What follows belongs to an exercise in optimizing a design on an open flow for small area, a short achievable clock period and few clock cycles; a production flow would make more cautious choices.
At most, simulation tests tie the RTL to the original design; equivalence was not proved.
For run 6, only the layout was checked, not whether the RTL still works.
Power is estimated from default activity; no workload was simulated.

## flow/design.v

```verilog
`timescale 1ns/1ps
`default_nettype none
package mem_pkg;
  localparam int MEM_TAG_BITS     = 4;
  localparam int NUM_MEM_TAGS     = 1 << MEM_TAG_BITS;
  localparam int WORD_OFFSET_BITS = 3;   
  localparam int ICACHE_IDX_BITS  = 5;
  localparam int ICACHE_TAG_BITS  = 8;
  typedef enum logic [1:0] {
    BUS_NONE  = 2'h0,
    BUS_LOAD  = 2'h1,
    BUS_STORE = 2'h2
  } bus_command_e;
  typedef logic [MEM_TAG_BITS-1:0] mem_tag_t;   
  typedef logic [63:0]             addr_t;
  typedef logic [63:0]             word_t;
  typedef enum logic [0:0] {
    DATA_LOAD  = 1'b0,
    DATA_STORE = 1'b1
  } data_op_e;
  typedef struct packed {
    addr_t addr;
  } fetch_req_t;
  typedef struct packed {
    data_op_e op;
    addr_t    addr;
    word_t    data;
  } data_req_t;
  typedef struct packed {
    bus_command_e command;
    addr_t        addr;
    word_t        data;
  } bus_req_t;
  typedef struct packed {
    mem_tag_t response;   
    mem_tag_t tag;        
    word_t    data;
  } bus_rsp_t;
endpackage
`default_nettype wire
`timescale 1ns/1ps
`default_nettype none
module mem_front_top #(
  parameter int QUEUE_DEPTH = 4
) (
  input  logic         clock,
  input  logic         reset,
  input  logic         fetch_req,           
  input  logic [63:0]  fetch_addr,
  output logic         fetch_ack,
  output logic [63:0]  fetch_data,
  input  logic         data_req,            
  input  logic [128:0] data_cmd,            
  output logic         data_ack,
  output logic [63:0]  load_data,
  output logic [1:0]   proc2mem_command,
  output logic [63:0]  proc2mem_addr,
  output logic [63:0]  proc2mem_data,
  input  logic [3:0]   mem2proc_response,
  input  logic [63:0]  mem2proc_data,
  input  logic [3:0]   mem2proc_tag
);
  logic       own_f;     
  logic       f_acked;   
  logic       f_pend;    
  logic [3:0] f_tag;
  logic       d_pend;    
  logic f_bid, d_bid, d_store, accepted, f_ret, d_ret;
  assign d_store  = data_cmd[128];
  assign f_bid    = own_f && fetch_req && !f_pend;
  assign d_bid    = !own_f && data_req && !d_pend;
  assign accepted = (mem2proc_response != 4'd0);
  assign proc2mem_command = {d_bid && d_store, f_bid || (d_bid && !d_store)};
  assign proc2mem_addr    = {data_cmd[127:80] & {48{!own_f}},
                             own_f ? fetch_addr[15:3] : data_cmd[79:67],
                             3'b000};
  assign proc2mem_data    = data_cmd[63:0];
  logic [3:0] tag_x;
  logic       tag_eq, tag_nz;
  assign tag_x  = mem2proc_tag ^ f_tag;
  assign tag_eq = !(tag_x[0] || tag_x[1] || tag_x[2] || tag_x[3]);
  assign tag_nz = mem2proc_tag[0] || mem2proc_tag[1] || mem2proc_tag[2] || mem2proc_tag[3];
  assign f_ret  = f_pend && tag_eq;
  assign d_ret  = d_pend && tag_nz && !tag_eq;
  assign fetch_ack  = f_ret;
  assign fetch_data = mem2proc_data;
  assign data_ack   = d_ret || (d_bid && d_store && accepted);
  assign load_data  = mem2proc_data;
  always_ff @(posedge clock) begin
    if (reset) begin
      own_f   <= 1'b0;
      f_acked <= 1'b0;
      f_pend  <= 1'b0;
      d_pend  <= 1'b0;
    end else begin
      own_f   <= f_acked || (fetch_req && !f_pend && !(f_bid && accepted) && !f_ret);
      f_acked <= f_ret;
      if (f_ret) f_pend <= 1'b0;
      else if (f_bid && accepted) f_pend <= 1'b1;
      if (d_ret) d_pend <= 1'b0;
      else if (d_bid && !d_store && accepted) d_pend <= 1'b1;
    end
  end
  always_ff @(posedge clock) begin
    if (reset || f_ret) f_tag <= 4'd0;
    else if (f_bid && accepted) f_tag <= mem2proc_response;
  end
endmodule
`default_nettype wire
```

## flow/flow/run.sh

```bash
#!/bin/bash
# The standard layout, with the smallest buffer on every port.
set -euo pipefail
export BUFFER_PORTS_ARGS="-buffer_cell sky130_fd_sc_hd__buf_1"
bash standard.sh > standard.log 2>&1
```

## flow/standard.sh

```bash
#!/bin/bash
# synth_recipe.tcl (not shown) runs the flow's synth.tcl, then flattens the netlist and writes it again
# the make line also repeats each setting of config.mk as NAME=value (left out here)
make -C /OpenROAD-flow-scripts/flow DESIGN_CONFIG=/design/flow/config.mk WORK_HOME=/design/flow/orfs CLKGATE_MAP_FILE= SYNTH_SCRIPT=/design/flow/synth_recipe.tcl "${@:-finish}"
```

## flow/config.mk

```make
export PLATFORM = sky130hd
export DESIGN_NAME = mem_front_top
export DESIGN_NICKNAME = mem_front_top
export VERILOG_FILES = /design/flow/design.v
export SDC_FILE = /design/flow/constraint.sdc
export NUM_CORES = 4
export LEC_CHECK = 0
export CAP_MARGIN = 20
export CORE_AREA = 5 5 180 180
export CTS_BUF_LIST = sky130_fd_sc_hd__clkbuf_2
export DIE_AREA = 0 0 185 185
export PLACE_DENSITY = 0.9
export SETUP_SLACK_MARGIN = 2.72
export SLEW_MARGIN = 20
```

## flow/constraint.sdc

```tcl
create_clock -name core_clock -period 6.0 [get_ports {clock}]
set_input_delay 1.2000 -clock core_clock [delete_from_list [all_inputs] [get_ports {clock}]]
set_output_delay 1.2000 -clock core_clock [all_outputs]
set_load 0.01 [all_outputs]
```

==> results.toml, run 1 <==
[run_status]
status = "complete, no violations"

[critical_path]
regToRegStartpoint = "own_f$_SDFF_PP0_"
timing.rr.end = "own_f$_SDFF_PP0_"
startpoint = "mem2proc_tag[1]"
cp_max_fo = 6
start_kind = "input port"
crit_path_end_kind = "primary output"
r2r_setup_slack_ns = 4.57
critical_path_buf_inv_count = 2
critPathMaxStageDelay_ns = 0.29
path_cells = "clkbuf_2, xnor2_1, and4_4, o21ai_1, clkbuf_2"
critPathCapture = "data_ack"
cp_top_family = "simple AND/OR/NAND/NOR gates"
cp.depth = 5
reg2reg_depth = 3
crit_arrival_ns = 2.02
slowest_stage = "and4_4"
crit_required_ns = 4.80
path_common_cell = "clkbuf_2"
worstSetupPathType = "input port to primary output"

[clock_network]
clock_path_buffers = 2
cts_tree = "yes"
clk_pin_slew_ns = 0.07
cts-buffers-inserted = 3
clock-sinks = 8
h-tree-depth = 1
clockRootBuffer = "clkbuf_2"
clkLatencyLatePin_ns = 0.23
hold_buffers = 0

[routing]
final_antenna_net_count = 0
drc_errors = 0
drt_wl_total_mm = 10.1
dr.first_iter.drc_count = 65
first_pass_iters = 4
wl_per_cell_um = 15.2
viasPerCell = 2.51
vias = 1657

[global_routing]
grt_max_degree = 50
antenna_found_initial = 0
grt_usage_pct = 5.06
grt_overflow = 0
grt_pass1_vias = 1660
grt_pass1_wl_mm = 12.3

[yosys]
synth_top_cell_by_area = "buf_4"
ys_warn_count = 1
synth_area_leaders = "buf_4 62%, nor2b_1 13%, dfxtp_1 6.7%"
synth.avg_cell_area_sq_um = 7.67
ys_ff_latch = 8
synthCells = 310
yosysTopAreaCellShare_pct = 61.9
ys_seq_area_share_pct = 6.74
syn-cell-area_sq_um = 2380
synth_cell_types = 28

[placement]
port_buffers = 151
placed_area_sq_um = 1960
gp_congestion = 0.751
dp_hpwl_mm = 8.78

[power]
p_comb_share_pct = 56.8
power_density_nw_per_um2 = 104
internal_power_uw = 120
power.switching_uw = 90.0
p_clk_share_pct = 14.4
p_leak_uw = 0.000561
vdd.ir_drop.worst_uv = 93.1
total_power_uw = 210
switching_share_pct = 42.8
pwr-share-seq_pct = 28.7

[final_layout]
final_util_pct = 6.67
final_area_sq_um = 2030
fillers = 3597
n_antenna_cell = 0
drive_above_1_share_pct = 11.7
syn_to_final_growth_pct = -14.7
design.final.nets = 536

[floorplanning]
row_count = 64
io_pins = 529
initial_core_util_pct = 7.81
dieWidth_um = 185
core_area_sq_um = 30400
fp.dieH_um = 185
dieArea_sq_um = 34200

[min_path]
hold_depth = 1
hold_class = "register to register"

[timing]
finalHoldViolations = 0
rsz0062_at_grt = "false"
setup_viol = 0
fin_crit_ns = 3.22
max_freq_mhz = 311
final.period_utilization_pct = 53.6
fin_worst_skew_ns = 0.00370
final.setup.tns_ns = 0
slew_viol_final = 0

[run]
max-cap-violations = 0
-- what timing repair did --
item | 4_1_cts | 5_1_grt
pin swaps | 1 | 0
setup endpoints to repair | 1 | 2
resized for setup | 2 | 11
setup buffers | 1 | 0
-- power by group through the flow --
stage	Clock [uW]	Sequential, uW	Combinational [uW]
after floorplan	0	58.1	196
after global placement	0	61.2	113
after detailed placement	0	61.4	114
after CTS	32.3	60.2	116
after global routing	34.8	61.1	130
final	30.4	60.5	120
-- cells by family after synthesis --
kind of cell           share of synthesized area (%)
other                                          0.158
flip-flops                                      6.74
AO/OA/AOI/OAI                                   5.11
multiplexers                                    6.16
buffers and inverters                           63.6
XOR/XNOR                                        1.47
AND/OR/NAND/NOR                                 16.8
-- cell type report --
| type | count | area, sq um | area share (%) |
|---|---|---|---|
| timing repair buffer | 153 | 588 | 29.0 |
| sequential | 8 | 161 | 7.96 |
| clock buffer | 3 | 15.0 | 0.740 |
| multi-input combinational | 98 | 757 | 37.3 |
| inverter | 3 | 11.3 | 0.555 |
| tap | 396 | 495 | 24.4 |
-- worst min-delay path by stage --
| stage | slack (ns) | start | endpoint |
|---|---|---|---|
| floorplan | 0.42 | f_acked$_SDFF_PP0_ | own_f$_SDFF_PP0_ |
| global placement | 0.43 | f_acked$_SDFF_PP0_ | own_f$_SDFF_PP0_ |
| detailed placement | 0.43 | f_acked$_SDFF_PP0_ | own_f$_SDFF_PP0_ |
| CTS | 0.45 | f_acked$_SDFF_PP0_ | own_f$_SDFF_PP0_ |
| global route | 0.47 | f_acked$_SDFF_PP0_ | own_f$_SDFF_PP0_ |
| finish | 0.45 | f_acked$_SDFF_PP0_ | own_f$_SDFF_PP0_ |
-- sequential cells by signal, indices dropped and copies added, names as in the netlist --
| signal | flops |
|---|---|
| own_f | 1 |
| d_pend | 1 |
| f_tag | 4 |
| f_acked | 1 |
| f_pend | 1 |
-- cells in the final DEF, fill, tap and decap left out, drive strengths merged --
master and n:
nand4 1, clkbuf 8, mux2 13, nor2b 48, nor2 1, buf 148
o21a 1, o21ai 6, o41ai 2, nor4bb 1, nand2b 1, conb 3
nand3b 1, xnor2 4, nor3 1, dfxtp 8, nand2 4, nor4 2
and3b 1, o221a 1, o211a 2, and4 1, a221oi 4, inv 3
-- through the flow --
step           std cells  setup WS, ns  hold WS (ns)
4_1_cts              661          2.72         0.448
5_1_grt              661          2.73         0.465
3_3_place_gp         657          2.64         0.426
3_5_place_dp         657          2.65         0.432
2_1_floorplan        312          2.85         0.418
6_report             661          2.78         0.446
-- per-layer routing --
metal	global-route usage, %	share of wire, %	routed length (um)	up-vias
li1	-	-	-	692
met1	3.68	24	2470	669
met2	7.27	42	4190	186
met3	4.42	22	2190	110
met4	6.02	12	1220	0
met5	0	0	0	-
-- Yosys cell counts, drive strengths merged --
cell type,count
a221oi,4
and3b,1
and4,1
buf,199
clkbuf,4
conb,1
dfxtp,8
inv,3
mux2,13
nand2,4
nand2b,1
nand3b,1
nand4,1
nor2,1
nor2b,48
nor3,1
nor4,2
nor4bb,1
o211a,2
o21a,1
o21ai,6
o221a,1
o41ai,2
xnor2,4
Testbench counts, summed over its fixed seeds: cycles 24,588.
==> run 2, diff against run 1 <==
--- a/flow/config.mk
+++ b/flow/config.mk
@@ -9,6 +9,5 @@
 export CORE_AREA = 5 5 180 180
 export CTS_BUF_LIST = sky130_fd_sc_hd__clkbuf_2
 export DIE_AREA = 0 0 185 185
-export PLACE_DENSITY = 0.9
-export SETUP_SLACK_MARGIN = 2.72
+export SETUP_SLACK_MARGIN = 2.76
 export SLEW_MARGIN = 20
==> run 2 against run 1 <==
Net effect:
- sequential share of layout area grew 0.079 points
- global-route usage shrank 0.35 points
- clock skew shrank 0.0035 ns
- critical endpoint is now fetch_ack
- register-to-register slack gained 0.04 ns
- area after synthesis is the same
- die area is the same
- cell area grew 0.56%
- wire length shrank 5.5%
- clock-buffer cell count is the same
- sequential cell count is the same
- sequential power grew 2%
==> results.toml, run 2 <==
[min_path]
hold_class = "register to register"

[critical_path]
cp_max_fo = 3
path_cells = "buf_1, xnor2_2, nand4_1, nor2_1, buf_1"
crit_required_ns = 4.80
worstSetupPathType = "input port to primary output"
path_common_cell = "buf_1"
critPathMaxStageDelay_ns = 0.20
slowest_stage = "nand4_1"
cp_top_family = "buffers and inverters"
start_kind = "input port"
crit_path_end_kind = "primary output"
crit_arrival_ns = 2.01
critical_path_buf_inv_count = 2

[timing]
final.period_utilization_pct = 53.4
rsz0062_at_grt = "true"
slew_viol_final = 0
final.setup.tns_ns = 0
fin_worst_skew_ns = 0.000220
fin_crit_ns = 3.21
setup_viol = 0
finalHoldViolations = 0
max_freq_mhz = 312

[global_routing]
grt_overflow = 0
antenna_found_initial = 0
grt_max_degree = 44
grt_usage_pct = 4.70
grt_pass1_wl_mm = 11.4
grt_pass1_vias = 1707

[clock_network]
clk_pin_slew_ns = 0.07
clock-sinks = 8
clkLatencyLatePin_ns = 0.23
clock_path_buffers = 2
cts-buffers-inserted = 3
hold_buffers = 0
clockRootBuffer = "clkbuf_2"
cts_tree = "yes"
h-tree-depth = 1

[yosys]
ys_warn_count = 1
async_flop_share_pct = 0
synth_top_cell_by_area = "buf_4"
synth_common_cells = "196 x buf_4, 48 x nor2b_1, 13 x mux2_2, 8 x dfxtp_1"
yosysMostFrequentCell = "buf_4"
synth-edff-count = 0
yosys_most_used_dff = "dfxtp_1"
ys_ff_latch = 8
syn-cell-area_sq_um = 2380
ys_seq_area_share_pct = 6.74
synthCells = 310
synth_area_leaders = "buf_4 62%, nor2b_1 13%, dfxtp_1 6.7%"
synth.avg_cell_area_sq_um = 7.67
yosysTopAreaCellShare_pct = 61.9
synth_cell_types = 28

[final_layout]
syn_to_final_growth_pct = -14.2
largest_register = "f_tag"
n_antenna_cell = 0
layout_commonest_cell = "buf_1"
final_cells = 662
design.final.nets = 537
largest_reg_flops = 4
fillers = 3615
most-common-layout-cells = "147 x buf_1, 48 x nor2b_1, 13 x mux2_2, 7 x clkbuf_2, 7 x dfxtp_1"
final_area_sq_um = 2040
drive_above_1_share_pct = 12.4

[floorplanning]
io_pins = 529
fp.dieH_um = 185
core_area_sq_um = 30400
dieWidth_um = 185
dieArea_sq_um = 34200
initial_core_util_pct = 7.81
row_count = 64

[placement]
gp_congestion = 0.632
dp_hpwl_mm = 8.08
placed_area_sq_um = 1960
dp.cells = 657
port_buffers = 151

[routing]
final_antenna_net_count = 0
viasPerCell = 2.55
vias = 1686
drt_wl_total_mm = 9.52
wl_per_cell_um = 14.4
first_pass_iters = 4
dr.first_iter.drc_count = 71
drc_errors = 0

[run]
max-cap-violations = 0

[power]
vdd.ir_drop.worst_uv = 45.2
power_density_nw_per_um2 = 103
p_leak_uw = 0.000566
total_power_uw = 209

[run_status]
status = "complete, no violations"
==> run 2: cell counts after synthesis <==
No cell type changed its count.
==> run 2: logic make-up after synthesis <==
logic type / after synthesis / share of synthesized area [%]
AO/OA/AOI/OAI: 16 / 5.11
XOR/XNOR: 4 / 1.47
buffers and inverters: 206 / 63.6
flip-flops: 8 / 6.74
multiplexers: 13 / 6.16
other: 1 / 0.158
AND/OR/NAND/NOR: 62 / 16.8
==> run 2: through the flow <==
stage / setup slack, ns / hold WS [ns] / utilization (%)
floorplan: 2.85 / 0.418 / -
global placement: 2.63 / 0.430 / 6.43
detailed placement: 2.60 / 0.448 / 6.43
CTS: 2.70 / 0.458 / 6.51
global route: 2.72 / 0.465 / 6.70
finish: 2.79 / 0.455 / 6.70
==> run 2: path summary, 6_finish.rpt <==
kind / cells after the start / slack (ns) / from / endpoint
worst min register to register: 1 / 0.46 / f_acked$_SDFF_PP0_ / own_f$_SDFF_PP0_
worst max register to register: 3 / 4.61 / own_f$_SDFF_PP0_ / own_f$_SDFF_PP0_
worst max-delay path: 5 / 2.79 / mem2proc_tag[3] / fetch_ack
worst min-delay path: 1 / 0.46 / f_acked$_SDFF_PP0_ / own_f$_SDFF_PP0_
==> run 2: per-layer routing <==
layer	GRT usage, %	up-vias	share of wire, %
met5	2.43	-	1.2
met4	6.31	4	14
met3	3.32	121	19
met2	6.22	214	40
met1	3.85	654	25
li1	-	693	-
==> run 2: area by class of cell <==
type                            instances  area, sq um  share of cell area (%)
Clock buffer                            3         15.0                   0.736
Inverter                                3         11.3                   0.552
Multi-Input combinational cell         98          759                    37.2
Sequential cell                         8          164                    8.04
Tap cell                              396          495                    24.3
Timing Repair Buffer                  154          594                    29.1
==> run 2: worst reg2reg max path, delay by kind of cell (launching register included) <==
| family | cells | cell delay (ns) |
|---|---|---|
| AND/OR/NAND/NOR | 1 | 0.29 |
| AO/OA/AOI/OAI | 2 | 0.45 |
| flip-flops | 1 | 0.55 |
==> run 2: report_power, final <==
group / internal [uW] / leakage (uW) / switching [uW]
sequential: 55.3 / 0.0000658 / 6.42
clock: 13.6 / 0.0000125 / 17.0
combinational: 51.6 / 0.000488 / 65.2
==> run 2: timing repair <==
action                                  4_1_cts  5_1_grt
gates resized for setup                       1       13
pin swaps                                     1        1
endpoints found under the setup margin        4        2
setup buffers                                 1        1
==> run 3, diff against run 2 <==
--- a/flow/config.mk
+++ b/flow/config.mk
@@ -9,5 +9,5 @@
 export CORE_AREA = 5 5 180 180
 export CTS_BUF_LIST = sky130_fd_sc_hd__clkbuf_2
 export DIE_AREA = 0 0 185 185
-export SETUP_SLACK_MARGIN = 2.76
+export SETUP_SLACK_MARGIN = 2.95
 export SLEW_MARGIN = 20
==> run 3 against run 2 <==
Net effect:
- die area unchanged
- worst hold slack got worse by 0.0046 ns
- wire length increased by 10%
- largest cell class unchanged
- register-to-register slack improved by 0.14 ns
- clock power increased by 5%
- sequential power decreased by 3.6%
- cell area increased by 7.1%
- via count increased by 0.59%
==> results.toml, run 3 <==
[clock_network]
cts-buffers-inserted = 3
h-tree-depth = 1
clockRootBuffer = "clkbuf_2"
cts_tree = "yes"
clock_path_buffers = 2
clkLatencyLatePin_ns = 0.24
clk_pin_slew_ns = 0.07
clock-sinks = 8

[final_layout]
largest_reg_flops = 4
fillers = 3619
regArea_sq_um = 161
design.final.nets = 542
layout_commonest_cell = "buf_1"
drive_above_1_share_pct = 16.6
final_cells = 668
multiInputGateArea_sq_um = 813
largest_register = "f_tag"
syn_to_final_growth_pct = -8.16
most-common-layout-cells = "142 x buf_1, 48 x nor2b_1, 13 x mux2_2, 7 x dfxtp_1, 7 x buf_4"

[yosys]
yosysMostFrequentCell = "buf_4"
ys_ff_latch = 8
synthCells = 310
synth-edff-count = 0
synth_top_cell_by_area = "buf_4"
syn-cell-area_sq_um = 2380
synth.avg_cell_area_sq_um = 7.67
synth_cell_types = 28
yosysTopAreaCellShare_pct = 61.9
synth_area_leaders = "buf_4 62%, nor2b_1 13%, dfxtp_1 6.7%"
yosys_most_used_dff = "dfxtp_1"
async_flop_share_pct = 0
ys_seq_area_share_pct = 6.74
ys_warn_count = 1
synth_common_cells = "196 x buf_4, 48 x nor2b_1, 13 x mux2_2, 8 x dfxtp_1"

[placement]
port_buffers = 151
dp_hpwl_mm = 9.15
dp.cells = 657
gp_congestion = 0.635

[min_path]
hold_class = "register to register"
hold_depth = 1
min_to = "own_f$_SDFF_PP0_"
hp-start = "f_acked$_SDFF_PP0_"

[global_routing]
antenna_found_initial = 1
grtUsageMet3_pct = 4.77
busiest_layer = "met2"
grt_pass1_vias = 1653
grt_overflow = 0
grt_max_degree = 62
grt_usage_pct = 5.23
grtUsageMet2_pct = 8.25
grt_pass1_wl_mm = 12.3
use_met1_pct = 3.59

[routing]
vias = 1696
viasPerCell = 2.54
drt_wl_total_mm = 10.5
first_pass_iters = 7
dr.first_iter.drc_count = 30
drc_errors = 0
wl_per_cell_um = 15.7
final_antenna_net_count = 0

[timing]
max_slew_margin_pct = 65.2
final.setup.tns_ns = 0
max_freq_mhz = 313
fin_worst_skew_ns = 0.000830
slew_viol_final = 0
tightest_slew_ns = 0.522
fin_crit_ns = 3.20
setup_viol = 0
rsz0062_at_grt = "true"
finalHoldViolations = 0
final.period_utilization_pct = 53.3

[floorplanning]
initial_core_util_pct = 7.81
core_area_sq_um = 30400
dieWidth_um = 185
dieArea_sq_um = 34200
fp.dieH_um = 185
io_pins = 529
row_count = 64

[power]
vdd.ir_drop.worst_uv = 79.3
p_leak_uw = 0.000632
power_density_nw_per_um2 = 102

[critical_path]
crit_required_ns = 4.80
timing.rr.end = "own_f$_SDFF_PP0_"
crit_arrival_ns = 2.00
r2r_setup_slack_ns = 4.75
reg2reg_depth = 4
regToRegStartpoint = "f_pend$_SDFFE_PP0P_"
crit_path_end_kind = "primary output"
cp_max_fo = 2
worstSetupPathType = "input port to primary output"
start_kind = "input port"

[run_status]
status = "complete, no violations"

[run]
max-cap-violations = 0
==> run 3: changes by cell type in the layout (fill, tap and decap cells not counted), sizes merged <==
cell    before  now
diode        0    1
buf        150  158
clkbuf       7    4
==> run 3: cells by family after synthesis <==
group / Yosys count / synth area share, %
buf+inv: 206 / 63.6
mux: 13 / 6.16
xor+xnor: 4 / 1.47
other cells: 1 / 0.158
simple gates: 62 / 16.8
compound gates: 16 / 5.11
flops: 8 / 6.74
==> run 3: stage by stage <==
stage	util, %	hold slack (ns)	setup slack (ns)	power (uW)	area (sq um)
2_1_floorplan	-	0.418	2.95	255	2390
3_5_place_dp	6.45	0.439	2.66	179	1960
3_3_place_gp	6.45	0.426	2.67	178	1960
5_1_grt	7.18	0.476	2.77	239	2180
4_1_cts	7.01	0.455	2.83	222	2130
6_report	7.18	0.451	2.80	223	2180
==> run 3: cell type report <==
class	count	area share [%]
flip-flops and latches	8	7.39
repair buffers	159	31.3
inverters	3	0.516
multi-input cells	98	37.2
well taps	396	22.7
diodes	1	0.115
clock buffers	3	0.688
==> run 3: worst max-delay path: stages <==
cell and delay [ns]:
buf_8 0.10, nor4_4 0.32, nand2b_4 0.19, o21ai_2 0.05, buf_2 0.14
==> run 3: worst max path at each step <==
stage                          from  endpoint  slack [ns]  cells past startpoint
2_1_floorplan       mem2proc_tag[0]  data_ack        2.95                      4
3_3_place_gp   mem2proc_response[3]  data_ack        2.67                      5
3_5_place_dp   mem2proc_response[3]  data_ack        2.66                      5
4_1_cts             mem2proc_tag[0]  data_ack        2.83                      4
5_1_grt        mem2proc_response[2]  data_ack        2.77                      5
6_report       mem2proc_response[2]  data_ack        2.80                      5
==> run 3: timing repair <==
action | CTS | global route
resized for setup | 28 | 9
hold buffers | 0 | 0
setup buffers | 5 | 2
pin swaps | 8 | 1
setup endpoints to repair | 7 | 3
==> run 3: where the power goes <==
| group | switching [uW] | internal (uW) |
|---|---|---|
| registers | 4.02 | 55.5 |
| logic | 71.7 | 59.6 |
| clock network | 18.5 | 13.6 |
| total | 94.2 | 129 |
==> run 3: routing by layer <==
metal	routed length (um)	share of wire, %	vias up
li1	-	-	705
met1	2440	23	680
met5	52	0.49	-
met4	877	8.3	2
met3	2520	24	87
met2	4620	44	222
==> run 4, diff against run 3 <==
--- a/flow/config.mk
+++ b/flow/config.mk
@@ -9,5 +9,5 @@
 export CORE_AREA = 5 5 180 180
 export CTS_BUF_LIST = sky130_fd_sc_hd__clkbuf_2
 export DIE_AREA = 0 0 185 185
-export SETUP_SLACK_MARGIN = 2.95
+export SETUP_SLACK_MARGIN = 2.85
 export SLEW_MARGIN = 20
==> run 4 against run 3 <==
Net effect:
- cell area shrank 1.7%
- worst hold slack gained 0.033 ns
- synthesized cell count is the same
- sequential share of layout area grew 0.24 points
- global-route usage shrank 0.22 points
- clock-buffer cell count is the same
- sequential power grew 4.5%
- core utilization shrank 0.12 points
- first-iteration DRC count grew 3.3%
==> results.toml, run 4 <==
[critical_path]
regToRegStartpoint = "own_f$_SDFF_PP0_"
reg2reg_depth = 4
cp.depth = 5
crit_path_end_kind = "primary output"
timing.rr.end = "own_f$_SDFF_PP0_"
path_cells = "buf_8, nor4_4, nand2b_4, o21ai_1, buf_2"
critPathMaxStageDelay_ns = 0.31
critical_path_buf_inv_count = 2
cp_top_family = "simple AND/OR/NAND/NOR gates"
startpoint = "mem2proc_response[3]"
start_kind = "input port"
r2r_setup_slack_ns = 4.55
crit_required_ns = 4.80
slowest_stage = "nor4_4"
worstSetupPathType = "input port to primary output"
critPathCapture = "data_ack"
crit_arrival_ns = 1.98
cp_max_fo = 2

[clock_network]
cts_tree = "yes"
hold_buffers = 0
clockRootBuffer = "clkbuf_2"
cts-buffers-inserted = 3
clk_pin_slew_ns = 0.08
h-tree-depth = 1
clock_path_buffers = 2
clkLatencyLatePin_ns = 0.24
clock-sinks = 8

[floorplanning]
initial_core_util_pct = 7.81
row_count = 64
fp.dieH_um = 185
dieArea_sq_um = 34200
dieWidth_um = 185
io_pins = 529
core_area_sq_um = 30400

[final_layout]
largest_reg_flops = 4
drive_above_1_share_pct = 16.2
syn_to_final_growth_pct = -9.68
final_util_pct = 7.06
design.final.nets = 542
layout_commonest_cell = "buf_1"
most-common-layout-cells = "142 x buf_1, 48 x nor2b_1, 13 x mux2_2, 8 x buf_4"
largest_register = "f_tag"

[timing]
rsz0062_at_grt = "true"
max_freq_mhz = 315
finalWorstSetupSlack_ns = 2.82
final.period_utilization_pct = 53.0
slew_viol_final = 0
final.setup.tns_ns = 0
setup_viol = 0
fin_crit_ns = 3.18
finalHoldViolations = 0
fin_worst_skew_ns = 0.0118

[power]
p_leak_uw = 0.000620
power_density_nw_per_um2 = 102
vdd.ir_drop.worst_uv = 90.0

[yosys]
yosysTopAreaCellShare_pct = 61.9
synth-xor-area-share_pct = 1.47
synth_cell_types = 28
synth-edff-count = 0
synth-compound-area-share_pct = 5.11
synth_top_cell_by_area = "buf_4"
syn-cell-area_sq_um = 2380
ys_warn_count = 1
ys_ff_latch = 8
yosys_most_used_dff = "dfxtp_1"
ys_seq_area_share_pct = 6.74
synth_fa_ha_area_share_pct = 0
synthMuxAreaShare_pct = 6.16
synth_area_leaders = "buf_4 62%, nor2b_1 13%, dfxtp_1 6.7%"
synth-simple-area-share_pct = 16.8
synthCells = 310
synth.avg_cell_area_sq_um = 7.67
yosysMostFrequentCell = "buf_4"
synth_common_cells = "196 x buf_4, 48 x nor2b_1, 13 x mux2_2, 8 x dfxtp_1"
synth_top_family_by_area = "buffers and inverters"
async_flop_share_pct = 0

[run_status]
status = "complete, no violations"

[placement]
dp_hpwl_mm = 8.80
gp_congestion = 0.614
dpl_worst_slack_ns = 2.63
port_buffers = 151

[routing]
wl_met1_mm = 2.33
vias = 1692
drc_errors = 0
wl_met2_mm = 4.57
final_antenna_net_count = 0
dr.first_iter.drc_count = 31
viasPerCell = 2.53
first_pass_iters = 4
drt_wl_total_mm = 10.1
top_layer = "met4"
dr_wl_met3_mm = 2.39
wl_per_cell_um = 15.2

[global_routing]
grt_pass1_vias = 1596
grt_max_degree = 43
grt_pass1_wl_mm = 11.9
grt_overflow = 0
antenna_found_initial = 1
grt_usage_pct = 5.01

[run]
max-cap-violations = 0

[min_path]
hold_class = "register to register"
run 4: changes by cell type in the layout (fill, tap and decap cells not counted), sizes merged:
cell | previous run | this run
clkbuf | 4 | 7
buf | 158 | 155
run 4: worst reg2reg max path, stage by stage, from the launching register on:
cell,delay (ns)
dfxtp_4,0.57
nand3b_1,0.20
buf_4,0.18
o211a_1,0.23
o21a_1,0.18
run 4: per-stage QoR:
stage,instance area (sq um),hold slack [ns],instances,total power [uW]
after floorplan,2390,0.418,312,254
after global placement,1960,0.425,657,175
after detailed placement,1960,0.427,657,177
after CTS,2030,0.453,664,213
after global routing,2150,0.525,668,236
final,2150,0.483,668,219
run 4: worst min path at each step:
| stage | from | end | slack (ns) | depth (start not counted) |
|---|---|---|---|---|
| final | f_acked$_SDFF_PP0_ | own_f$_SDFF_PP0_ | 0.48 | 1 |
| after global routing | f_acked$_SDFF_PP0_ | own_f$_SDFF_PP0_ | 0.53 | 1 |
| after CTS | f_acked$_SDFF_PP0_ | own_f$_SDFF_PP0_ | 0.45 | 1 |
| after detailed placement | f_acked$_SDFF_PP0_ | own_f$_SDFF_PP0_ | 0.43 | 1 |
| after global placement | f_acked$_SDFF_PP0_ | own_f$_SDFF_PP0_ | 0.42 | 1 |
| after floorplan | f_acked$_SDFF_PP0_ | own_f$_SDFF_PP0_ | 0.42 | 1 |
run 4: kinds of logic after synthesis:
family | after synthesis
AOI/OAI and AO/OA | 16
xor gates and xnor gates | 4
buffers and inverters | 206
DFF | 8
muxes | 13
other | 1
and+or+nand+nor | 62
run 4: power breakdown:
group	switching, uW	internal, uW	leakage [uW]
registers	6.95	55.3	0.0000658
clock network	20.0	13.6	0.0000125
logic	65.9	57.3	0.000542
total	92.9	126	0.000620
run 4: final cells by class:
type / instances / area, sq um
multi-input cells: 98 / 798
flip-flops and latches: 8 / 164
inverters: 3 / 11.3
diodes: 1 / 2.50
fillers: 3614 / 28300
repair buffers: 159 / 661
clock buffers: 3 / 15.0
well taps: 396 / 495
run 4: layer usage:
layer  track usage, %  vias to the layer above
met1             3.39                      682
li1                 -                      705
met2             8.00                      214
met3             4.62                       91
met4             4.64                        0
met5                0                        -
run 4: repair_timing:
| item | 4_1_cts | 5_1_grt |
|---|---|---|
| resized for setup | 9 | 23 |
| buffers inserted | 4 | 3 |
| setup endpoints to repair | 13 | 3 |
| pin swaps | 5 | 5 |
==> run 5, diff against run 4 <==
--- a/flow/config.mk
+++ b/flow/config.mk
@@ -9,5 +9,5 @@
 export CORE_AREA = 5 5 180 180
 export CTS_BUF_LIST = sky130_fd_sc_hd__clkbuf_2
 export DIE_AREA = 0 0 185 185
-export SETUP_SLACK_MARGIN = 2.85
+export SETUP_SLACK_MARGIN = 2.68
 export SLEW_MARGIN = 20
==> run 5 against run 4 <==
Net effect:
- die area unchanged
- clock-buffer cell count unchanged
- non-clock buffer count down 6
- first-iteration DRC count up 81%
- largest power group unchanged
- area after synthesis unchanged
- clock power down 9.8%
==> results.toml, run 5 <==
[run_status]
status = "complete, no violations"

[critical_path]
crit_required_ns = 4.80
worstSetupPathType = "input port to primary output"
r2r_setup_slack_ns = 4.38
crit_path_end_kind = "primary output"
start_kind = "input port"
cp_max_fo = 6
timing.rr.end = "own_f$_SDFF_PP0_"
startpoint = "mem2proc_tag[0]"
critPathCapture = "data_ack"
reg2reg_depth = 3
crit_arrival_ns = 2.06
regToRegStartpoint = "own_f$_SDFF_PP0_"

[placement]
placed_area_sq_um = 1960
dp.cells = 657
dp_hpwl_mm = 8.08
port_buffers = 151
gp_congestion = 0.632

[final_layout]
design.final.nets = 536
final_area_sq_um = 1980
most-common-layout-cells = "151 x buf_1, 48 x nor2b_1, 13 x mux2_2, 7 x dfxtp_1"
final_util_pct = 6.52
final_cells = 661
drive_above_1_share_pct = 8.30
n_antenna_cell = 0
layout_commonest_cell = "buf_1"
largest_reg_flops = 4
largest_register = "f_tag"
syn_to_final_growth_pct = -16.6

[timing]
rsz0062_at_grt = "true"
fin_crit_ns = 3.26
fin_worst_skew_ns = 0.00354
setup_viol = 0
final.setup.tns_ns = 0
max_slew_margin_pct = 60.5
whs_ns = 0.456
final.period_utilization_pct = 54.4
slew_viol_final = 0
tightest_slew_ns = 0.593
finalHoldViolations = 0
max_freq_mhz = 307

[floorplanning]
dieWidth_um = 185
core_area_sq_um = 30400
fp.dieH_um = 185
initial_core_util_pct = 7.81
io_pins = 529
dieArea_sq_um = 34200
row_count = 64

[clock_network]
clock_path_buffers = 2
clock-sinks = 8
clockRootBuffer = "clkbuf_2"
cts-buffers-inserted = 3
clkLatencyLatePin_ns = 0.23
cts_tree = "yes"
clk_pin_slew_ns = 0.07
h-tree-depth = 1

[global_routing]
grt_max_degree = 44
grt_pass1_vias = 1707
antenna_found_initial = 0
grt_usage_pct = 4.70
grt_overflow = 0
grt_pass1_wl_mm = 11.4

[yosys]
ys_ff_latch = 8
synth_cell_types = 28
synth.avg_cell_area_sq_um = 7.67
yosysMostFrequentCell = "buf_4"
synth_top_cell_by_area = "buf_4"
yosysTopAreaCellShare_pct = 61.9
synth_common_cells = "196 x buf_4, 48 x nor2b_1, 13 x mux2_2, 8 x dfxtp_1"
syn-cell-area_sq_um = 2380
synth-edff-count = 0
ys_warn_count = 1
yosys_most_used_dff = "dfxtp_1"
synthCells = 310
synth_area_leaders = "buf_4 62%, nor2b_1 13%, dfxtp_1 6.7%"
ys_seq_area_share_pct = 6.74
async_flop_share_pct = 0

[power]
switching_share_pct = 42.3
power_density_nw_per_um2 = 103
p_comb_share_pct = 55.2
pwr-share-seq_pct = 30.0
p_leak_uw = 0.000527
vdd.ir_drop.worst_uv = 43.8
internal_power_uw = 118
power.switching_uw = 86.5
p_clk_share_pct = 14.8

[routing]
first_pass_iters = 3
drc_errors = 0
dr.first_iter.drc_count = 56
viasPerCell = 2.53
drt_wl_total_mm = 9.38
wl_per_cell_um = 14.2
vias = 1671
final_antenna_net_count = 0

[min_path]
hold_class = "register to register"

[run]
max-cap-violations = 0
## run 5: cell count changes in the layout (fill, tap and decap cells not counted), moves of 2 or more
cell | previous run | this run
buf_2 | 2 | 0
xnor2_2 | 3 | 0
buf_4 | 8 | 1
buf_1 | 142 | 151
xnor2_1 | 0 | 4
clkbuf_2 | 7 | 3
## run 5: cells by family after synthesis
family          count (synthesis)  share of synthesized area, %
simple gates                   62                          16.8
compound gates                 16                          5.11
flops                           8                          6.74
other cells                     1                         0.158
buf+inv                       206                          63.6
xor+xnor                        4                          1.47
mux                            13                          6.16
## run 5: worst min-delay path by stage
stage                             endpoint          startpoint  slack, ns  cells past startpoint
after floorplan           own_f$_SDFF_PP0_  f_acked$_SDFF_PP0_       0.42                      1
after global placement    own_f$_SDFF_PP0_  f_acked$_SDFF_PP0_       0.43                      1
after detailed placement  own_f$_SDFF_PP0_  f_acked$_SDFF_PP0_       0.45                      1
after CTS                 own_f$_SDFF_PP0_  f_acked$_SDFF_PP0_       0.46                      1
after global routing      own_f$_SDFF_PP0_  f_acked$_SDFF_PP0_       0.46                      1
final                     own_f$_SDFF_PP0_  f_acked$_SDFF_PP0_       0.46                      1
## run 5: critical path, stage by stage
cell and delay, ns:
buf_1 0.10, xnor2_1 0.14, and4_2 0.28, o21ai_0 0.17, buf_1 0.17
## run 5: metal layers
| layer | share of wire, % | track usage (%) | up-vias |
|---|---|---|---|
| met5 | 1.2 | 2.43 | - |
| met4 | 14 | 6.31 | 4 |
| met3 | 19 | 3.32 | 120 |
| met2 | 39 | 6.22 | 213 |
| met1 | 26 | 3.85 | 644 |
| li1 | - | - | 690 |
## run 5: area by class of cell
cell class | count | area [sq um]
sequential | 8 | 161
multi-input combinational | 98 | 714
inverter | 3 | 11.3
clock buffer | 3 | 15.0
timing repair buffer | 153 | 586
fill | 3623 | 28400
tap | 396 | 495
## run 5: power by group through the flow
stage	clock [uW]	combinational, uW	sequential [uW]
finish	30.4	113	61.3
global route	36.7	127	62.1
CTS	32.2	115	61.6
detailed placement	0	114	62.9
global placement	0	113	62.7
floorplan	0	196	58.1
## run 5: repair_timing
item                       4_1_cts  5_1_grt
setup buffers                    1        0
gates resized for setup          0        2
setup endpoints to repair        1        4
pin swaps                        1        0
hold buffers                     0        0
cloned                           0        0
## run 5: through the flow
stage	total power [uW]	worst slack [ns]
after global placement	176	2.63
after global routing	226	2.61
after detailed placement	177	2.60
after CTS	209	2.69
after floorplan	254	2.85
final	205	2.74
==> run 6, diff against run 5 <==
--- a/flow/design.v
+++ b/flow/design.v
@@ -95,15 +95,16 @@
     end else begin
       own_f   <= f_acked || (fetch_req && !f_pend && !(f_bid && accepted) && !f_ret);
       f_acked <= f_ret;
-      if (f_ret) f_pend <= 1'b0;
-      else if (f_bid && accepted) f_pend <= 1'b1;
+      if (f_bid && accepted) f_pend <= 1'b1;
+      else if (f_acked) f_pend <= 1'b0;
       if (d_ret) d_pend <= 1'b0;
       else if (d_bid && !d_store && accepted) d_pend <= 1'b1;
     end
   end
   always_ff @(posedge clock) begin
-    if (reset || f_ret) f_tag <= 4'd0;
+    if (reset) f_tag <= 4'd0;
     else if (f_bid && accepted) f_tag <= mem2proc_response;
+    else if (f_acked) f_tag <= 4'd0;
   end
 endmodule
 `default_nettype wire
==> run 6 against run 5 <==
Net effect:
- register-to-register slack improved by 0.06 ns
- first-iteration DRC count decreased by 13%
- core utilization about the same
- die area stayed put
- clock power up 5%
- cell area rose by 0.50%
- combinational power barely moved
- wire length fell by 3.4%
- sequential power shrank 3%
- clock skew about the same
- largest cell class unchanged
- largest power group unchanged
==> results.toml, run 6 <==
[run_status]
status = "complete, no violations"

[global_routing]
grt_max_degree = 55
antenna_found_initial = 4
grt_pass1_vias = 1632
grt_overflow = 0
grt_pass1_wl_mm = 11.4
grt_usage_pct = 4.74

[floorplanning]
dieWidth_um = 185
io_pins = 529
initial_core_util_pct = 7.80
row_count = 64
dieArea_sq_um = 34200
core_area_sq_um = 30400
fp.dieH_um = 185

[critical_path]
timing.rr.end = "d_pend$_SDFFE_PP0P_"
r2r_setup_slack_ns = 4.44
crit_required_ns = 4.80
path_cells = "buf_1, o41ai_1, a41o_1, nand2_1, buf_1"
slowest_stage = "o41ai_1"
reg2reg_depth = 3
crit_path_end_kind = "primary output"
critPathMaxStageDelay_ns = 0.36
crit_arrival_ns = 2.06
regToRegStartpoint = "own_f$_SDFF_PP0_"
path_common_cell = "buf_1"
worstSetupPathType = "input port to primary output"
cp_max_fo = 2
startpoint = "mem2proc_tag[0]"
start_kind = "input port"

[final_layout]
largest_reg_flops = 4
design.final.nets = 537
largest_register = "f_tag"
syn_to_final_growth_pct = -16.0
drive_above_1_share_pct = 9.40
most-common-layout-cells = "150 x buf_1, 48 x nor2b_1, 13 x mux2_2, 7 x dfxtp_1"
final_area_sq_um = 1990
layout_commonest_cell = "buf_1"

[yosys]
ys_ff_latch = 8
synthCells = 311
synth_cell_types = 25
yosysTopAreaCellShare_pct = 62.0
async_flop_share_pct = 0
ys_warn_count = 1
synth-edff-count = 0
synth.avg_cell_area_sq_um = 7.63
synth_area_leaders = "buf_4 62%, nor2b_1 13%, dfxtp_1 6.8%"
yosysMostFrequentCell = "buf_4"
synth_common_cells = "196 x buf_4, 48 x nor2b_1, 13 x mux2_2, 8 x dfxtp_1"
ys_seq_area_share_pct = 6.75
yosys_most_used_dff = "dfxtp_1"
synth_top_cell_by_area = "buf_4"
syn-cell-area_sq_um = 2370

[timing]
max_freq_mhz = 307
final.setup.tns_ns = 0
max_slew_margin_pct = 61.8
slew_viol_final = 0
final.period_utilization_pct = 54.4
tightest_slew_ns = 0.572
fin_crit_ns = 3.26
fin_worst_skew_ns = 0.00332
rsz0062_at_grt = "true"
finalHoldViolations = 0
setup_viol = 0

[min_path]
hold_depth = 2
hp-start = "f_tag[2]$_SDFFE_PP0P_"
hold_class = "register to register"
min_to = "f_tag[2]$_SDFFE_PP0P_"

[placement]
placed_area_sq_um = 1950
dp_hpwl_mm = 7.74
port_buffers = 151
gp_congestion = 0.643

[clock_network]
clk_pin_slew_ns = 0.07
cts-buffers-inserted = 3
cts_tree = "yes"
h-tree-depth = 1
clock-sinks = 8
clkLatencyLatePin_ns = 0.24
hold_buffers = 0
clock_path_buffers = 2
clockRootBuffer = "clkbuf_2"

[power]
p_leak_uw = 0.000531
power_density_nw_per_um2 = 102
vdd.ir_drop.worst_uv = 39.1

[routing]
vias = 1651
first_pass_iters = 4
dr.first_iter.drc_count = 49
final_antenna_net_count = 0
drc_errors = 0
drt_wl_total_mm = 9.06
viasPerCell = 2.49
wl_per_cell_um = 13.7

[run]
max-cap-violations = 0
-- run 6: cell types whose count changed in the layout (fill, tap and decap cells not counted), sizes merged, moves of 2 or more --
| cell | delta |
|---|---|
| a221oi | -4 |
| o211a | -2 |
| a21oi | +5 |
| o211ai | +5 |
| o21ai | -6 |
-- run 6: how the worst max path moves through the flow --
stage,cells after the start,end
2_1_floorplan,3,data_ack
3_3_place_gp,5,data_ack
5_1_grt,5,data_ack
4_1_cts,5,data_ack
3_5_place_dp,5,data_ack
6_report,5,data_ack
-- run 6: what timing repair did --
| action | in CTS | in global routing |
|---|---|---|
| pin swaps | 1 | 0 |
| cloned | 0 | 0 |
| setup endpoints to repair | 2 | 2 |
| gates resized for setup | 2 | 2 |
| buffers inserted | 1 | 0 |
-- run 6: critical path, delay by kind of cell --
kind	cells	cell delay, ns
AOI/OAI and AO/OA	2	0.52
and+or+nand+nor	1	0.07
buffers and inverters	2	0.27
-- run 6: routing by layer --
layer / vias up / global-route usage [%] / share of wire [%]
met5: - / 2.14 / 1.6
met4: 10 / 6.17 / 13
met3: 121 / 4.71 / 21
met2: 185 / 5.14 / 35
met1: 649 / 4.08 / 29
li1: 686 / - / -
-- run 6: area by class of cell --
type                       instances  area, sq um
fill                            3609        28400
multi-input combinational         98          721
timing repair buffer             153          583
tap                              396          495
sequential                         8          161
clock buffer                       3         15.0
inverter                           4         15.0
antenna                            1         2.50
-- run 6: stage by stage --
stage	hold WS, ns	total power (uW)	setup WS, ns	util (%)	std cells
final	0.525	204	2.74	6.55	663
after global routing	0.546	224	2.66	6.55	663
after CTS	0.524	207	2.71	6.50	662
after detailed placement	0.501	174	2.59	6.41	658
after global placement	0.498	172	2.60	6.41	658
after floorplan	0.475	254	2.87	-	313
-- run 6: where the power goes --
| part | switching [uW] | total (uW) | internal [uW] |
|---|---|---|---|
| clock network | 18.3 | 31.9 | 13.6 |
| registers | 4.02 | 59.5 | 55.4 |
| logic | 63.6 | 113 | 49.3 |
| total | 85.9 | 204 | 118 |
-- run 6: cell families (layout without fill, tap and decap cells) --
group                     after synthesis  after routing  synth area share, %
DFF                                     8              8                 6.75
and+or+nand+nor                        63             63                 17.0
xor gates and xnor gates                4              4                 1.48
other                                   1              4                0.158
muxes                                  13             13                 6.17
buffers and inverters                 207            160                 63.9
AOI/OAI and AO/OA                      15             15                 4.54
==> run 7, diff against run 6 <==
--- a/flow/design.v
+++ b/flow/design.v
@@ -95,16 +95,15 @@
     end else begin
       own_f   <= f_acked || (fetch_req && !f_pend && !(f_bid && accepted) && !f_ret);
       f_acked <= f_ret;
-      if (f_bid && accepted) f_pend <= 1'b1;
-      else if (f_acked) f_pend <= 1'b0;
+      if (f_ret) f_pend <= 1'b0;
+      else if (f_bid && accepted) f_pend <= 1'b1;
       if (d_ret) d_pend <= 1'b0;
       else if (d_bid && !d_store && accepted) d_pend <= 1'b1;
     end
   end
   always_ff @(posedge clock) begin
-    if (reset) f_tag <= 4'd0;
+    if (reset || f_ret) f_tag <= 4'd0;
     else if (f_bid && accepted) f_tag <= mem2proc_response;
-    else if (f_acked) f_tag <= 4'd0;
   end
 endmodule
 `default_nettype wire
==> flow/flow/run.sh (replaced) <==
#!/bin/bash
# The standard layout, with the smallest buffer on every port, and timing
# repair that only resizes cells.
set -euo pipefail
export BUFFER_PORTS_ARGS="-buffer_cell sky130_fd_sc_hd__buf_1"
export SETUP_REPAIR_SEQUENCE="sizeup,swap"
bash standard.sh > standard.log 2>&1
--- a/flow/config.mk
+++ b/flow/config.mk
@@ -9,5 +9,5 @@
 export CORE_AREA = 5 5 180 180
 export CTS_BUF_LIST = sky130_fd_sc_hd__clkbuf_2
 export DIE_AREA = 0 0 185 185
-export SETUP_SLACK_MARGIN = 2.68
+export SETUP_SLACK_MARGIN = 3.1
 export SLEW_MARGIN = 20
==> run 7 against run 6 <==
Net effect:
- combinational power grew 13%
- area after synthesis grew 0.21%
- sequential share of layout area shrank 0.56 points
- critical path type unchanged
- clock power grew 5%
- still clean
- die area is the same
- via count grew 3.3%
- wire length grew 6.6%
==> results.toml, run 7 <==
[power]
vdd.ir_drop.worst_uv = 79.8
power_density_nw_per_um2 = 102
p_leak_uw = 0.000647

[global_routing]
grt_overflow = 0
grt_max_degree = 45
grt_usage_pct = 4.78
antenna_found_initial = 1
grt_pass1_wl_mm = 11.7
grt_pass1_vias = 1762

[clock_network]
cts_tree = "yes"
clock_path_buffers = 2
clockRootBuffer = "clkbuf_2"
hold_buffers = 0
clk_pin_slew_ns = 0.08
clock-sinks = 8
h-tree-depth = 1
cts-buffers-inserted = 3
clkLatencyLatePin_ns = 0.25

[critical_path]
crit_path_end_kind = "primary output"
crit_required_ns = 4.80
worstSetupPathType = "input port to primary output"
start_kind = "input port"
cp_max_fo = 2
crit_arrival_ns = 2.02

[yosys]
yosysMostFrequentCell = "buf_4"
ys_seq_area_share_pct = 6.74
yosysTopAreaCellShare_pct = 61.9
async_flop_share_pct = 0
synthCells = 310
synth_common_cells = "196 x buf_4, 48 x nor2b_1, 13 x mux2_2, 8 x dfxtp_1"
synth.avg_cell_area_sq_um = 7.67
ys_warn_count = 1
ys_ff_latch = 8
yosys_most_used_dff = "dfxtp_1"
syn-cell-area_sq_um = 2380
synth-edff-count = 0
synth_cell_types = 28
synth_area_leaders = "buf_4 62%, nor2b_1 13%, dfxtp_1 6.7%"
synth_top_cell_by_area = "buf_4"

[timing]
fin_crit_ns = 3.22
final.setup.tns_ns = 0
max_freq_mhz = 310
rsz0062_at_grt = "true"
slew_viol_final = 0
fin_worst_skew_ns = 0.00437
whs_ns = 0.447
final.period_utilization_pct = 53.7
finalWorstSetupSlack_ns = 2.78
setup_viol = 0
finalHoldViolations = 0

[placement]
gp_congestion = 0.664
dp_hpwl_mm = 8.35
dpl_worst_slack_ns = 2.61
dp.cells = 657
port_buffers = 151

[final_layout]
final_cells = 665
design.final.nets = 539
regArea_sq_um = 164
syn_to_final_growth_pct = -8.47
fillers = 3613
largest_register = "f_tag"
drive_above_1_share_pct = 18.3
most-common-layout-cells = "135 x buf_1, 48 x nor2b_1, 11 x mux2_2, 7 x dfxtp_1"
largest_reg_flops = 4
layout_commonest_cell = "buf_1"
multiInputGateArea_sq_um = 791

[routing]
dr.first_iter.drc_count = 49
wl_per_cell_um = 14.5
drc_errors = 0
first_pass_iters = 4
viasPerCell = 2.57
final_antenna_net_count = 0
drt_wl_total_mm = 9.66
vias = 1706

[floorplanning]
io_pins = 529
initial_core_util_pct = 7.81
fp.dieH_um = 185
row_count = 64
dieWidth_um = 185
dieArea_sq_um = 34200
core_area_sq_um = 30400

[run]
max-cap-violations = 0

[min_path]
hold_class = "register to register"

[run_status]
status = "complete, no violations"
run 7: per-layer routing:
layer | share of wire [%] | vias up | track usage, %
met5 | 0.57 | - | 1.00
met4 | 8.2 | 2 | 4.49
met3 | 25 | 77 | 4.62
met2 | 45 | 248 | 7.71
met1 | 21 | 681 | 2.93
li1 | - | 698 | -
run 7: critical path, cell delays in order:
cell and delay (ns):
buf_6 0.10, nor4_4 0.34, nand2b_4 0.19, o21ai_2 0.05, buf_2 0.14
run 7: worst paths after layout:
| path | start | to | slack [ns] | depth (start not counted) |
|---|---|---|---|---|
| hold / removal | f_acked$_SDFF_PP0_ | own_f$_SDFF_PP0_ | 0.45 | 1 |
| setup / recovery | mem2proc_response[2] | data_ack | 2.78 | 5 |
| setup reg to reg | own_f$_SDFF_PP0_ | own_f$_SDFF_PP0_ | 4.60 | 4 |
| hold reg to reg | f_acked$_SDFF_PP0_ | own_f$_SDFF_PP0_ | 0.45 | 1 |
run 7: metrics by stage:
| stage | instance area [sq um] | util [%] | total power [uW] |
|---|---|---|---|
| after floorplan | 2400 | - | 256 |
| after global placement | 1970 | 6.48 | 175 |
| after detailed placement | 1970 | 6.48 | 176 |
| after CTS | 2090 | 6.87 | 216 |
| after global routing | 2180 | 7.15 | 238 |
| final | 2180 | 7.15 | 223 |
run 7: final cells by class:
type,count,share of cell area (%)
timing repair buffer,156,31.9
sequential,8,7.53
multi-input combinational,98,36.3
tap,396,22.8
clock buffer,3,0.690
antenna,1,0.115
inverter,3,0.633
run 7: kinds of logic after synthesis:
group / after synthesis / synth area share (%)
other: 1 / 0.158
buffers and inverters: 206 / 63.6
XOR/XNOR: 4 / 1.47
AO/OA/AOI/OAI: 16 / 5.11
AND/OR/NAND/NOR: 62 / 16.8
flip-flops: 8 / 6.74
multiplexers: 13 / 6.16
run 7: repair_timing:
action                                 in CTS  in global routing
gates resized for setup                    21                 29
gates cloned                                0                  0
buffers inserted                            4                  0
setup endpoints to repair                  20                 16
pin swaps                                   4                  2
endpoints found under the hold margin       0                  0
run 7: report_power, final:
part | internal, uW | total [uW] | leakage, uW | switching, uW
Sequential | 55.3 | 61.5 | 0.0000658 | 6.21
Clock | 13.6 | 33.6 | 0.0000125 | 20.0
Combinational | 61.3 | 128 | 0.000569 | 66.4
Testbench counts of run 7, summed over its fixed seeds: cycles 24,588.
==> run 8, diff against run 7 <==
--- a/flow/config.mk
+++ b/flow/config.mk
@@ -9,5 +9,5 @@
 export CORE_AREA = 5 5 180 180
 export CTS_BUF_LIST = sky130_fd_sc_hd__clkbuf_2
 export DIE_AREA = 0 0 185 185
-export SETUP_SLACK_MARGIN = 3.1
+export SETUP_SLACK_MARGIN = 2.9
 export SLEW_MARGIN = 20
==> run 8 against run 7 <==
Net effect:
- clock skew about the same
- final cell count is 0.45% higher
- cell area up 0.34%
- highest routed layer unchanged
- sequential cell count stayed put
- total power grew 0.74%
- sequential share of layout area is 0.14 points lower
- wire length up 8.5%
- die area is the same
- clock power about the same
- non-clock buffer count increased by 3
- register-to-register slack improved by 0.15 ns
==> results.toml, run 8 <==
[final_layout]
fillers = 3617
largest_reg_flops = 4
regArea_sq_um = 161
largest_register = "f_tag"
most-common-layout-cells = "142 x buf_1, 48 x nor2b_1, 13 x mux2_2, 7 x dfxtp_1, 7 x buf_4"
multiInputGateArea_sq_um = 813
design.final.nets = 542
syn_to_final_growth_pct = -8.16
drive_above_1_share_pct = 16.6
final_area_sq_um = 2180
layout_commonest_cell = "buf_1"

[yosys]
yosysTopAreaCellShare_pct = 61.9
syn-cell-area_sq_um = 2380
synthCells = 310
synth_common_cells = "196 x buf_4, 48 x nor2b_1, 13 x mux2_2, 8 x dfxtp_1"
ys_warn_count = 1
synth_area_leaders = "buf_4 62%, nor2b_1 13%, dfxtp_1 6.7%"
ys_ff_latch = 8
synth-edff-count = 0
synth.avg_cell_area_sq_um = 7.67
synth_cell_types = 28
yosys_most_used_dff = "dfxtp_1"
async_flop_share_pct = 0
synth_top_cell_by_area = "buf_4"
ys_seq_area_share_pct = 6.74
yosysMostFrequentCell = "buf_4"

[timing]
finalWorstSetupSlack_ns = 2.81
final.period_utilization_pct = 53.2
slew_viol_final = 0
fin_crit_ns = 3.19
setup_viol = 0
rsz0062_at_grt = "true"
tightest_slew_ns = 0.522
whs_ns = 0.451
max_freq_mhz = 313
finalHoldViolations = 0
fin_worst_skew_ns = 0.00454
final.setup.tns_ns = 0
max_slew_margin_pct = 65.2

[routing]
first_pass_iters = 7
drt_wl_total_mm = 10.5
vias = 1700
dr.first_iter.drc_count = 38
drc_errors = 0
wl_per_cell_um = 15.7
final_antenna_net_count = 0
viasPerCell = 2.54

[power]
p_leak_uw = 0.000632
vdd.ir_drop.worst_uv = 83.3
power.switching_uw = 95.8
total_power_uw = 224
p_clk_share_pct = 15.0
internal_power_uw = 129
switching_share_pct = 42.7
power_density_nw_per_um2 = 103
pwr-share-seq_pct = 26.5
p_comb_share_pct = 58.4

[clock_network]
clk_pin_slew_ns = 0.07
cts-buffers-inserted = 3
h-tree-depth = 1
clockRootBuffer = "clkbuf_2"
clkLatencyLatePin_ns = 0.25
clock_path_buffers = 2
cts_tree = "yes"
clock-sinks = 8

[placement]
dp_hpwl_mm = 9.15
port_buffers = 151
dpl_worst_slack_ns = 2.66
gp_congestion = 0.635
placed_area_sq_um = 1960

[critical_path]
r2r_setup_slack_ns = 4.75
regToRegStartpoint = "f_tag[1]$_SDFFE_PP0P_"
crit_arrival_ns = 1.99
startpoint = "mem2proc_response[2]"
start_kind = "input port"
crit_required_ns = 4.80
worstSetupPathType = "input port to primary output"
critPathCapture = "data_ack"
reg2reg_depth = 4
timing.rr.end = "d_pend$_SDFFE_PP0P_"
crit_path_end_kind = "primary output"
cp_max_fo = 2

[global_routing]
grt_overflow = 0
antenna_found_initial = 1
grt_max_degree = 62
grt_pass1_wl_mm = 12.3
grt_pass1_vias = 1634
grt_usage_pct = 5.21

[min_path]
hp-start = "f_acked$_SDFF_PP0_"
hold_class = "register to register"

[run]
max-cap-violations = 0

[floorplanning]
initial_core_util_pct = 7.81
dieArea_sq_um = 34200
dieWidth_um = 185
fp.dieH_um = 185
io_pins = 529
core_area_sq_um = 30400
row_count = 64

[run_status]
status = "complete, no violations"
-- run 8: cells by family after synthesis --
family / count (synthesis) / share of synthesized area (%)
buffers and inverters: 206 / 63.6
AO/OA/AOI/OAI: 16 / 5.11
other: 1 / 0.158
flip-flops: 8 / 6.74
XOR/XNOR: 4 / 1.47
multiplexers: 13 / 6.16
AND/OR/NAND/NOR: 62 / 16.8
-- run 8: worst min path at each step --
stage | cells after the start | end | slack, ns
floorplan | 1 | own_f$_SDFF_PP0_ | 0.42
global placement | 1 | own_f$_SDFF_PP0_ | 0.43
detailed placement | 1 | own_f$_SDFF_PP0_ | 0.44
CTS | 1 | own_f$_SDFF_PP0_ | 0.45
global route | 1 | own_f$_SDFF_PP0_ | 0.48
finish | 1 | own_f$_SDFF_PP0_ | 0.45
-- run 8: worst max-delay path, stage by stage --
cell and delay [ns]:
buf_8 0.10, nor4_4 0.32, nand2b_4 0.19, o21ai_2 0.05, buf_2 0.14
-- run 8: metrics by stage --
stage	utilization, %	std cells
floorplan	-	312
global placement	6.45	657
detailed placement	6.45	657
CTS	6.99	664
global route	7.18	668
finish	7.18	668
-- run 8: area by class of cell --
type	instances	share of cell area, %
diodes	1	0.115
repair buffers	159	31.3
well taps	396	22.7
flip-flops and latches	8	7.39
clock buffers	3	0.688
multi-input cells	98	37.2
inverters	3	0.516
-- run 8: power by group through the flow --
| stage | registers, uW | clock network [uW] | logic [uW] |
|---|---|---|---|
| detailed placement | 59.5 | 0 | 119 |
| finish | 59.5 | 33.8 | 131 |
| floorplan | 58.3 | 0 | 196 |
| CTS | 59.1 | 32.6 | 130 |
| global route | 59.9 | 36.4 | 143 |
| global placement | 59.3 | 0 | 118 |
-- run 8: per-layer routing --
layer / track usage (%) / share of wire, % / wire length, um
met5: 1.14 / 0.50 / 52
met3: 4.77 / 24 / 2550
met2: 8.18 / 44 / 4590
met4: 4.76 / 8.4 / 881
met1: 3.59 / 23 / 2400
-- run 8: timing repair --
action                                  in CTS  in global routing
gates resized for setup                     28                  9
buffers inserted                             4                  3
pin swaps                                    7                  2
endpoints found under the setup margin       4                  3
hold buffers                                 0                  0
==> run 9, diff against run 8 <==
==> flow/run.sh (new file) <==
#!/bin/bash
# synth_recipe.tcl (not shown) runs the flow's synth.tcl, then flattens the netlist and writes it again
# the make line also repeats each setting of config.mk as NAME=value (left out here)
make -C /OpenROAD-flow-scripts/flow DESIGN_CONFIG=/design/flow/config.mk WORK_HOME=/design/flow/orfs CLKGATE_MAP_FILE= SYNTH_SCRIPT=/design/flow/synth_recipe.tcl finish
--- a/flow/config.mk
+++ b/flow/config.mk
@@ -9,5 +9,5 @@
 export CORE_AREA = 5 5 180 180
 export CTS_BUF_LIST = sky130_fd_sc_hd__clkbuf_2
 export DIE_AREA = 0 0 185 185
-export SETUP_SLACK_MARGIN = 2.9
+export SETUP_SLACK_MARGIN = 2.68
 export SLEW_MARGIN = 20
removed: flow/flow/run.sh
removed: flow/standard.sh
==> run 9 against run 8 <==
Net effect:
- highest routed layer unchanged
- sequential cell count is the same
- largest cell class is now buffers
- critical path depth shrank 2
- sequential power rose by 4.4%
- first-iteration DRC count is 21% higher
- core utilization increased by 2.3 points
- maximum frequency is 3.0% lower
- wire length decreased by 5.8%
- setup slack lost 0.097 ns
- combinational power is about 30% higher
- cell area increased by 32%
- clock-buffer cell count stayed put
==> results.toml, run 9 <==
[critical_path]
crit_arrival_ns = 2.09
timing.rr.end = "own_f$_SDFF_PP0_"
r2r_setup_slack_ns = 4.56
crit_path_end_kind = "primary output"
cp_max_fo = 1
reg2reg_depth = 4
start_kind = "input port"
worstSetupPathType = "input port to primary output"
regToRegStartpoint = "own_f$_SDFF_PP0_"
crit_required_ns = 4.80

[yosys]
ys_ff_latch = 8
yosys_most_used_dff = "dfxtp_1"
ys_seq_area_share_pct = 6.74
ys_warn_count = 1
synth-edff-count = 0
synth_area_leaders = "buf_4 62%, nor2b_1 13%, dfxtp_1 6.7%"
yosysTopAreaCellShare_pct = 61.9
syn-cell-area_sq_um = 2380
synth_top_cell_by_area = "buf_4"
yosysMostFrequentCell = "buf_4"
synthCells = 310
synth_cell_types = 28
async_flop_share_pct = 0
synth.avg_cell_area_sq_um = 7.67
synth_common_cells = "196 x buf_4, 48 x nor2b_1, 13 x mux2_2, 8 x dfxtp_1"

[clock_network]
cts_tree = "yes"
clockRootBuffer = "clkbuf_2"
clock-sinks = 8
clk_pin_slew_ns = 0.07
hold_buffers = 0
clock_path_buffers = 2
h-tree-depth = 1
cts-buffers-inserted = 3
clkLatencyLatePin_ns = 0.23

[floorplanning]
fp.dieH_um = 185
core_area_sq_um = 30400
initial_core_util_pct = 7.81
io_pins = 529
dieWidth_um = 185
dieArea_sq_um = 34200
row_count = 64

[routing]
first_pass_iters = 4
final_antenna_net_count = 0
wl_per_cell_um = 14.9
viasPerCell = 2.56
drt_wl_total_mm = 9.88
dr.first_iter.drc_count = 46
drc_errors = 0
vias = 1701

[power]
vdd.ir_drop.worst_uv = 28.4
power_density_nw_per_um2 = 91.2
p_leak_uw = 0.00109

[placement]
dp_hpwl_mm = 8.38
port_buffers = 151
dp.cells = 657
gp_congestion = 0.656

[global_routing]
grt_max_degree = 44
grt_usage_pct = 4.89
grt_overflow = 0
grt_pass1_vias = 1728
grt_pass1_wl_mm = 12.0
antenna_found_initial = 0

[timing]
finalHoldViolations = 0
final.period_utilization_pct = 54.8
max_freq_mhz = 304
fin_worst_skew_ns = 0.00250
setup_viol = 0
fin_crit_ns = 3.29
final.setup.tns_ns = 0
rsz0062_at_grt = "true"
slew_viol_final = 0

[final_layout]
syn_to_final_growth_pct = 21.1
largest_reg_flops = 4
n_antenna_cell = 0
final_cells = 664
design.final.nets = 539
most-common-layout-cells = "76 x clkdlybuf4s50_1, 46 x nor2b_1, 32 x dlygate4sd2_1, 16 x clkdlybuf4s15_1, 14 x clkbuf_2"
layout_commonest_cell = "clkdlybuf4s50_1"
largest_register = "f_tag"
drive_above_1_share_pct = 22.0

[run_status]
status = "complete, no violations"

[min_path]
hp-start = "f_acked$_SDFF_PP0_"
min_to = "own_f$_SDFF_PP0_"
hold_class = "register to register"
hold_depth = 1

[run]
max-cap-violations = 0
## run 9: cell counts after synthesis
No cell type changed its count.
## run 9: routing by layer
layer	wire length (um)	track usage, %
met3	1890	3.53
met2	3950	6.63
met1	2540	3.89
met5	116	2.43
met4	1380	6.40
## run 9: final cells by class
class | count | area, sq um
fill | 3555 | 27600
multi-input combinational | 98 | 781
clock buffer | 3 | 15.0
inverter | 3 | 11.3
sequential | 8 | 164
tap | 396 | 495
timing repair buffer | 156 | 1410
## run 9: cells by family (layout without fill, tap and decap cells)
logic type	count (synthesis)	after routing	synth area share, %
buffers and inverters	206	162	63.6
and+or+nand+nor	62	62	16.8
AOI/OAI and AO/OA	16	16	5.11
muxes	13	13	6.16
DFF	8	8	6.74
xor gates and xnor gates	4	4	1.47
other	1	3	0.158
## run 9: worst max path at each step
stage	from	endpoint	slack (ns)	depth (start not counted)
final	fetch_addr[4]	proc2mem_addr[4]	2.71	3
after global routing	mem2proc_response[1]	data_ack	2.67	5
after CTS	mem2proc_response[0]	data_ack	2.54	5
after detailed placement	mem2proc_response[3]	data_ack	1.91	5
after global placement	mem2proc_response[3]	data_ack	1.90	5
after floorplan	data_req	data_ack	2.85	3
## run 9: stage by stage
stage | hold WS (ns) | power (uW) | setup WS (ns) | area (sq um) | util, %
2_1_floorplan | 0.418 | 254 | 2.85 | 2380 | -
3_3_place_gp | 0.433 | 255 | 1.90 | 2900 | 9.53
3_5_place_dp | 0.431 | 256 | 1.91 | 2900 | 9.53
4_1_cts | 0.454 | 270 | 2.54 | 2910 | 9.57
5_1_grt | 0.491 | 285 | 2.67 | 2880 | 9.46
6_report | 0.449 | 262 | 2.71 | 2880 | 9.46
## run 9: power by group
| group | switching (uW) | leakage, uW | internal [uW] |
|---|---|---|---|
| clock network | 16.9 | 0.0000125 | 13.6 |
| logic | 65.9 | 0.00101 | 104 |
| registers | 6.82 | 0.0000658 | 55.3 |
| total | 89.6 | 0.00109 | 173 |
## run 9: repair_timing
| action | in CTS | in global routing |
|---|---|---|
| resized for setup | 133 | 37 |
| setup buffers | 4 | 0 |
| gates cloned | 0 | 0 |
| pin swaps | 7 | 7 |
| setup endpoints to repair | 65 | 21 |
## run 9: worst max-delay path, stage by stage
cell,delay (ns)
clkdlybuf4s50_1,0.40
mux2_2,0.26
clkdlybuf4s15_1,0.23

-- static timing again, ports no longer ideal --
How much do the figures lean on ideal ports? The routed layouts below were timed once more, with nothing changed but the port constraints.
Step 1 (the two cells are an assumption about what drives the block):
set clk [get_ports {clock}]
set_driving_cell -lib_cell sky130_fd_sc_hd__clkbuf_16 $clk
set_driving_cell -lib_cell sky130_fd_sc_hd__buf_2 [delete_from_list [all_inputs] $clk]
Step 2 also shifts input and output timing later by t, the mid clock arrival at the registers, as if the neighbouring blocks saw the same clock.
Slacks: no drivers / after step 1 / after step 2; pairs: no drivers / after step 1.
run | t (ns) | setup slack, ns | clock arrival spread, ns
run 1 | 0.243 | 2.785 / 2.682 / 2.682 | 0.004 / 0.004
run 2 | 0.248 | 2.795 / 2.767 / 2.767 | 0.000 / 0.000
run 3 | 0.265 | 2.800 / 2.750 / 2.750 | 0.001 / 0.001
run 4 | 0.266 | 2.820 / 2.768 / 2.768 | 0.012 / 0.012
run 5 | 0.247 | 2.739 / 2.716 / 2.716 | 0.003 / 0.004
run 6 | 0.271 | 2.738 / 2.684 / 2.684 | 0.004 / 0.004
run 7 | 0.274 | 2.779 / 2.745 / 2.745 | 0.004 / 0.005
run 8 | 0.279 | 2.808 / 2.758 / 2.758 | 0.004 / 0.005
run 9 | 0.248 | 2.711 / 2.665 / 2.665 | 0.002 / 0.002
After both steps setup and hold are still met in every run listed. For run 1, which loses most, drivers alone change the setup slack by -0.103 ns; drivers and shift together by -0.103 ns.
